Background: an optimization exercise with open tools, aiming at small area and a short achievable clock period. Do not read the settings as production practice. The RTL was checked by simulation tests, not by an equivalence proof against the original design. Power and IR drop assume default switching activity.

Design exec_core, start of the top module:
module exec_core #(
    parameter int data_width = riscv_pkg::xlen
) (
    input  logic                  clk,
    input  logic                  arst_n,
    input  logic [31:0]           inst,
    input  logic                  inst_valid,
    output logic [data_width-1:0] result,
    output logic [4:0]            result_rd,
    output logic                  result_valid,
    output logic                  branch_taken
);
    logic [31:0] rs1_data, rs2_data, res, res_int, k, imm;
    logic        valid_q, wb_q, wb_d;
    logic [4:0]  rd_q;
    logic        rs2_en, fwd1, fwd2;
    logic        sub, sel_add, lp, lg, lui, sel_sll, sel_sr, sra;
    logic        lt_signed, sel_lt, br_eq, br_lt, br_inv;
    riscv_pkg::stage_t st_d, st_q;
    decode_ctrl decode_ctrl_inst (
        .inst       (inst),
        .inst_valid (inst_valid),
        .fwd_valid  (wb_q),
        .fwd_rd     (rd_q),
        .wb         (wb_d),
        .rs2_en     (rs2_en),
        .fwd1       (fwd1),
        .fwd2       (fwd2),
        .k          (k),
        .imm        (imm),
        .sub        (sub),
        .sel_add    (sel_add),
        .lp         (lp),
        .lg         (lg),
        .lui        (lui),
  ...
Size: ~3,900 cells after synthesis, ~74 I/O pins, roughly 53,000 um^2 of cells after synthesis.
export LEC_CHECK = 0
export CAP_MARGIN = 20
export CORE_MARGIN = 2
export CORE_UTILIZATION = 40
export PLACE_DENSITY = 0.6
export SETUP_SLACK_MARGIN = 5
export SLEW_MARGIN = 20
export SYNTH_HIERARCHICAL = 1
export SYNTH_MINIMUM_KEEP_SIZE = 0
export TNS_END_PERCENT = 100
create_clock -name core_clock -period 10.0 [get_ports {clk}]
standard.sh (not shown) runs the stock make flow with config.mk's settings and CLKGATE_MAP_FILE= SYNTH_SCRIPT=/design/flow/synth_recipe.tcl, a recipe that flattens the netlist after the stock synthesis.
==> flow/flow/run.sh <==
#!/bin/bash
# Own layout flow: the standard layout (standard.sh) with these changes.
#  1. DONT_USE_CELLS adds the full and half adder cells (fa, ha) and the
#     clkdlybuf4s delay buffers to the platform's list (flow/dont_use.txt
#     holds the whole list), so synthesis maps adders to plain gates and
#     port buffering and repair use ordinary buffers.
#  2. After synthesis, a22oi_2 and a21oi_2 cells (what synthesis makes of
#     the design's single-gate modules) start at size 1, and the gates of
#     the register file's read decoders and columns get drive strengths
#     that suit their loads (flow/swap.tcl, rules in flow/settings.sh).
#  3. Clock tree synthesis without dummy loads, with small sink clusters
#     (flow/settings.sh).
#  4. Timing repair aims at a shorter period than the design's clock
#     (setup margin from flow/settings.sh) on all endpoints.
#  5. Optionally (BUFFER_PORTS_ARGS in flow/settings.sh) the port buffers
#     start at a given cell; every input and output still gets one.
# Everything else (synthesis script, floorplan, power grid, placement,
# routing, the clock period and constraints) is the standard flow.
# Each tool's full output goes to a log file here (flow_*.log); ORFS also
# writes each step's log under orfs/logs/.
set -euo pipefail
source flow/settings.sh
du="$(cat flow/dont_use.txt)"
vars=("DONT_USE_CELLS=$du" "CTS_ARGS=$CTS_ARGS" "SETUP_SLACK_MARGIN=$MARGIN" "TNS_END_PERCENT=$TNS")
if [[ -n "${BUFFER_PORTS_ARGS:-}" ]]; then vars+=("BUFFER_PORTS_ARGS=$BUFFER_PORTS_ARGS"); fi
res="orfs/results/${FLOW_PLATFORM:-sky130hd}/exec_core/base"

bash standard.sh "${vars[@]}" synth > flow_synth.log 2>&1
ODB_IN="$res/1_synth.odb" ODB_OUT="$res/1_synth.odb" SWAP="$SWAP" SIZE="${SIZE:-}" \
  openroad -no_init -exit flow/swap.tcl > flow_swap.log 2>&1
touch "$res/1_synth.sdc"
bash standard.sh "${vars[@]}" finish > flow_finish.log 2>&1
==> flow/flow/settings.sh <==
# Settings read by flow/run.sh
CTS_ARGS="-sink_clustering_enable -repair_clock_nets -dont_use_dummy_load -sink_clustering_size 20 -sink_clustering_max_diameter 50 -buf_list {sky130_fd_sc_hd__clkbuf_4 sky130_fd_sc_hd__clkbuf_8}"
MARGIN=5.5
TNS=100
SWAP="sky130_fd_sc_hd__a22oi_2 sky130_fd_sc_hd__a22oi_1 sky130_fd_sc_hd__a21oi_2 sky130_fd_sc_hd__a21oi_1"
SIZE="*_dec.g_sel*.sn d sky130_fd_sc_hd__nand3_2
*_dec.g_sel*.sn s sky130_fd_sc_hd__inv_6
*_dec.g_hi*.u.y d sky130_fd_sc_hd__nor2_2
*_dec.g_lo*.u.y d sky130_fd_sc_hd__nor3_2
*_dec.an* d sky130_fd_sc_hd__inv_2
*_dec.g_an* d sky130_fd_sc_hd__inv_2"
BUFFER_PORTS_ARGS="-buffer_cell sky130_fd_sc_hd__buf_4"
Other scripts of this flow, unchanged in this note and not shown: flow/flow/dont_use.txt, flow/flow/swap.tcl
The baseline completed without violations.
Rerun with:
--- a/flow/flow/run.sh
+++ b/flow/flow/run.sh
@@ -13,6 +13,4 @@
 #  4. Timing repair aims at a shorter period than the design's clock
 #     (setup margin from flow/settings.sh) on all endpoints.
-#  5. Optionally (BUFFER_PORTS_ARGS in flow/settings.sh) the port buffers
-#     start at a given cell; every input and output still gets one.
 # Everything else (synthesis script, floorplan, power grid, placement,
 # routing, the clock period and constraints) is the standard flow.
@@ -23,5 +21,4 @@
 du="$(cat flow/dont_use.txt)"
 vars=("DONT_USE_CELLS=$du" "CTS_ARGS=$CTS_ARGS" "SETUP_SLACK_MARGIN=$MARGIN" "TNS_END_PERCENT=$TNS")
-if [[ -n "${BUFFER_PORTS_ARGS:-}" ]]; then vars+=("BUFFER_PORTS_ARGS=$BUFFER_PORTS_ARGS"); fi
 res="orfs/results/${FLOW_PLATFORM:-sky130hd}/exec_core/base"
 
--- a/flow/flow/settings.sh
+++ b/flow/flow/settings.sh
@@ -10,3 +10,2 @@
 *_dec.an* d sky130_fd_sc_hd__inv_2
 *_dec.g_an* d sky130_fd_sc_hd__inv_2"
-BUFFER_PORTS_ARGS="-buffer_cell sky130_fd_sc_hd__buf_4"
Settings changed: CORE_UTILIZATION 40 to 50, PLACE_DENSITY 0.6 to 0.65.
Effect:
- synthesized area is unchanged
- global-route usage increases by 7.2 points
- clock-buffer cell count increases by 3
- worst setup slack is worse by 0.12 ns
- first-iteration DRC count decreases by 2.0%
- power is about the same
- hold slack stays flat
Rerun with:
Settings changed: CORE_UTILIZATION 50 to 40, PLACE_DENSITY 0.65 to 0.6.
Result:
- critical path depth does not change
- core utilization shrinks by 11 points
- die area grows by 25%
- final area grows by 0.72%
- via count shrinks by 0.56%
- final cell count grows by 6.3%
- setup slack gets better by 0.14 ns
- clock-buffer cell count shrinks by 5
- global-route usage shrinks by 7.1 points
Rerun with:
Settings changed: CORE_UTILIZATION 40 to 55, PLACE_DENSITY 0.6 to 0.7.
=>
- setup slack is worse by 0.022 ns
- critical path depth stays the same
- sequential cell count stays the same
- clock-buffer cell count rises by 4
- utilization rises by 17 points
- design area falls by 1.5%
- wire length falls by 1.8%

## afterwards: timing with drivers on the ports
Ports are ideal in the flow. The routed layouts listed here were re-timed in OpenROAD. Step 1 sets driving cells, clkbuf_16 on the clock port and buf_2 on the other inputs (assumed; they add their load-dependent delay and slew). Step 2 times the ports against the registers' clock, not the clock port: input delays grow and output delays shrink by t, the midpoint of the rising clock arrivals with the driver on. Three values: no drivers, after step 1, after step 2; two values: the first two.
run | t, ns | setup WS [ns] | worst hold slack (ns) | latest minus earliest clock arrival (ns)
the first run | 0.918 | 5.428 / 5.403 / 4.518 | 0.474 / 0.474 / 0.474 | 0.094 / 0.094
the second run | 0.866 | 5.306 / 5.348 / 4.482 | 0.474 / 0.474 / 0.474 | 0.141 / 0.142
the third run | 0.901 | 5.449 / 5.409 / 4.567 | 0.481 / 0.481 / 0.481 | 0.085 / 0.085
the fourth run | 0.867 | 5.428 / 5.424 / 4.558 | 0.476 / 0.476 / 0.476 | 0.137 / 0.137
After both steps every run listed still meets setup and hold. For the first run, which loses most, drivers alone change the setup slack by -0.025 ns; drivers and shift together by -0.910 ns.
